Background: an optimization exercise with open tools, aiming at small area, a short achievable clock period and few clock cycles per item. Do not read the settings as production practice.
RTL that was checked went through simulation tests only; none was proved equivalent to the original.
Power is estimated from default activity; no workload was simulated.

==> flow/design.v (excerpt) <==
module compression_ratio_reset_monitor_unit (
    input  wire logic                               aclk,
    input  wire logic                               aresetn,
    input  wire logic                               s_valid,
    output logic                                    s_ready,
    input  wire logic [63:0]                        s_data,
    output logic                                    m_valid,
    input  wire logic                               m_ready,
    output logic [57:0]                             m_data,
    input  wire logic                               psel,
    input  wire logic                               penable,
    input  wire logic                               pwrite,
    input  wire logic [crrm_pkg::ADDR_BITS-1:0]     paddr,
    input  wire logic [crrm_pkg::DATA_BITS-1:0]     pwdata,
    output logic [crrm_pkg::DATA_BITS-1:0]          prdata,
    output logic                                    pready
);
    localparam int RB  = crrm_pkg::RATIO_BITS;
    localparam int CB  = crrm_pkg::COUNT_BITS;
    localparam int GB  = crrm_pkg::GAIN_BITS;
    localparam int NS  = crrm_pkg::DIV_STEPS;
    localparam int NC  = crrm_pkg::DIV_CYC;
    localparam int SH  = crrm_pkg::DIV_SHIFT;
    localparam int W   = crrm_pkg::REM_BITS;
    localparam int MB  = crrm_pkg::MUL_B;
    localparam int MC  = crrm_pkg::MUL_CYC;
    localparam int DCB = $clog2(NC);
    localparam int MCB = $clog2(MC + 1);
    localparam int AW  = RB + MB;           
    localparam int TB  = RB + 4;            
    logic                              re_q;
    logic [GB-1:0]                     sg_q;
  ...
For scale: ~540 flip-flops, roughly 200 I/O pins, ~0.053 mm2 of cells after synthesis.
Settings: LEC_CHECK=0, CAP_MARGIN=20, CORE_MARGIN=2, CORE_UTILIZATION=40, SETUP_SLACK_MARGIN=4.0, SLEW_MARGIN=20, TNS_END_PERCENT=10; clock period 9.0 ns.
run.sh (not shown) runs the stock make flow with config.mk's settings and CLKGATE_MAP_FILE= SYNTH_SCRIPT=/design/flow/synth_recipe.tcl, a recipe that flattens the netlist after the stock synthesis.
Testbench counts at the start, summed over its fixed seeds: cycles 10,001, items 1,920.
==> next run, changes <==
--- a/flow/config.mk
+++ b/flow/config.mk
@@ -9,5 +9,5 @@
 export CORE_MARGIN = 2
 export CORE_UTILIZATION = 40
+export CTS_BUF_LIST = sky130_fd_sc_hd__clkbuf_4 sky130_fd_sc_hd__clkbuf_8
 export SETUP_SLACK_MARGIN = 4.0
 export SLEW_MARGIN = 20
-export TNS_END_PERCENT = 10
=>
- synthesized area stays the same
- routed wire length went up by a few percent
- clock skew went up by 13 ps
- global-route usage went up by 1.3 points
- clock-buffer cell count went up by 68
- final area went up by a few percent
- core utilization went up by 1.2 points
- combinational power went up by a few percent
- cell count went up by a few percent
==> next run, changes <==
--- a/flow/config.mk
+++ b/flow/config.mk
@@ -9,5 +9,6 @@
 export CORE_MARGIN = 2
 export CORE_UTILIZATION = 40
-export CTS_BUF_LIST = sky130_fd_sc_hd__clkbuf_4 sky130_fd_sc_hd__clkbuf_8
+export CTS_CLUSTER_DIAMETER = 60
+export CTS_CLUSTER_SIZE = 30
 export SETUP_SLACK_MARGIN = 4.0
 export SLEW_MARGIN = 20
Outcome:
- The new run finished clean
- cell area drops by about 0.3%
- worst setup slack gains 58 ps
- routed wire length came out lower by 1.1%
- first-iteration DRC count goes down by 1.5%
- register-to-register slack gains 60 ps
- die area does not change
- count of clock-buffer cells in the layout is lower by 73
- total power goes up by 0.99%
==> next run, changes <==
--- a/flow/config.mk
+++ b/flow/config.mk
@@ -9,6 +9,6 @@
 export CORE_MARGIN = 2
 export CORE_UTILIZATION = 40
-export CTS_CLUSTER_DIAMETER = 60
-export CTS_CLUSTER_SIZE = 30
+export CTS_CLUSTER_DIAMETER = 80
+export CTS_CLUSTER_SIZE = 40
 export SETUP_SLACK_MARGIN = 4.0
 export SLEW_MARGIN = 20
=> The new run passed the timing, design-rule and antenna checks; clock-buffer cell count fell by 28; final area fell by 1.5%; routed wire length fell by 0.65%; global-route usage fell by 0.19 points; register-to-register slack gets better by 80 ps.

========
== the previous run ==
Another version of the RTL of compression_ratio_reset_monitor_unit (not shown whole).
For scale: about 4000 cells after synthesis, roughly 370 flip-flops, roughly 33000 sq um of cells after synthesis.
make LEC_CHECK=0 CAP_MARGIN=20 CORE_MARGIN=2 CORE_UTILIZATION=40 SLEW_MARGIN=20 finish   # period 9.0 ns
Setup changes, the previous run to the current run
- ABC_CLOCK_PERIOD_IN_PS newly set to 4500
## What came out
There was hardly any difference in detailed-route wire length between the current run and the previous run. Re number of cells after detailed placement: no difference whatsoever between the previous run and the current run. Going from the previous run to the current run, starting density of the core ~0 delta; number of hold-slack violations in the final timing report neither gained nor lost much; horizontal extent of the die stayed essentially flat; clock share of power shows no meaningful change. Summary of the current run over the previous run: sum of internal, switching and leakage power held, combinational cell fraction of total power held.
No functional check of the RTL was part of any run of this note.

========
RTL: one of the versions met above, not the one the previous note started from.
For scale: about 5800 cells after synthesis, roughly 540 flip-flops, roughly 0.053 mm2 of cells after synthesis.
clock: 9.0 ns
lec_check: 0
cap_margin: 20
core_margin: 2
core_utilization: 40
cts_cluster_diameter: 80
cts_cluster_size: 40
place_density: 0.7
setup_slack_margin: 4.0
slew_margin: 20
The starting point finished clean.
Testbench counts at the start, summed over its fixed seeds: cycles 10,001, items 1,920.
Change:
--- a/flow/config.mk
+++ b/flow/config.mk
@@ -11,3 +11,2 @@
-export CTS_CLUSTER_DIAMETER = 80
-export CTS_CLUSTER_SIZE = 40
-export PLACE_DENSITY = 0.7
+export CTS_CLUSTER_DIAMETER = 70
+export CTS_CLUSTER_SIZE = 35
Effect:
- core utilization grows by 0.73 points
- clock-buffer cell count grows by 15
- die area does not change
- routed wire length grows by 6.2%
- total power grows by 2.8%
- design area grows by 1.6%
- final cell count grows by 0.54%
- maximum frequency grows by 0.95%
- sequential cell count is unchanged
- synthesized area is unchanged
- via count barely changes

========
the baseline:
Another version of the RTL of compression_ratio_reset_monitor_unit (not shown whole).
Size: about 5,800 cells after synthesis, ~540 flip-flops.
==> flow/config.mk <==
export PLATFORM = sky130hd
export DESIGN_NAME = compression_ratio_reset_monitor_unit
export DESIGN_NICKNAME = compression_ratio_reset_monitor_unit
export VERILOG_FILES = /design/flow/design.v
export SDC_FILE = /design/flow/constraint.sdc
export NUM_CORES = 4
export LEC_CHECK = 0
export CAP_MARGIN = 20
export CORE_MARGIN = 2
export CORE_UTILIZATION = 40
export SETUP_SLACK_MARGIN = 3.5
export SLEW_MARGIN = 20
==> flow/constraint.sdc <==
create_clock -name core_clock -period 9.0 [get_ports {aclk}]
set_input_delay 1.8000 -clock core_clock [delete_from_list [all_inputs] [get_ports {aclk}]]
set_output_delay 1.8000 -clock core_clock [all_outputs]
set_load 0.01 [all_outputs]
Testbench counts of the baseline, summed over its fixed seeds: cycles 10,001, items 1,920.
The following lists how the candidate was set up differently from the baseline:
- swapping 3.5 for 4.0 in SETUP_SLACK_MARGIN
==> comparison <==
- The critical path depth in the candidate sits 13 above the value recorded for the baseline.
- Side by side, cell-internal power turned out higher in the candidate than in the baseline.
- Between the baseline and the candidate, the register area does not differ in any meaningful way.
- In the flow results for the baseline and the candidate, the via count is smaller on the baseline.
- Compared with the baseline, the candidate is hungrier on power.

-- afterwards: timing with drivers on the ports --
The flow's constraints put no driver on any port. The routed layouts listed below were extracted and timed again, unchanged, in two steps. Step 1: set_driving_cell puts a clkbuf_16 on aclk and a buf_2 on each other input, an assumption about the parent block. Step 2 adds t to the input delays and takes it off the output delays; t is the mean of the earliest and latest rising clock arrival at the registers after step 1. Input paths then give back, and output paths get back, about the clock's delay inside the block. Slacks: ideal / step 1 / step 2; pairs: ideal / step 1.
run | t (ns) | setup slack, ns | cell pins on the clock port's net
the first run of note 1 | 0.720 | 3.842 / 3.807 / 3.265 | 1
the second run of note 1 | 0.882 | 3.899 / 3.899 / 3.280 | 1
the third run of note 1 | 0.763 | 3.957 / 3.957 / 3.423 | 1
the fourth run of note 1 | 0.681 | 4.033 / 4.006 / 3.450 | 1
the previous run | 0.666 | 0.633 / 0.633 / 0.633 | 1
the current run | 0.666 | 0.633 / 0.633 / 0.633 | 1
the first run of note 3 | 0.682 | 3.965 / 3.965 / 3.329 | 1
the second run of note 3 | 0.720 | 4.013 / 4.013 / 3.433 | 1
the baseline | 0.721 | 3.551 / 3.518 / 2.992 | 1
the candidate | 0.726 | 3.890 / 3.890 / 3.407 | 1
After both steps every run listed still meets setup and hold. The setup slack of the first run of note 3, which loses most, moves by 0.000 ns with the drivers and by -0.636 ns with both steps.
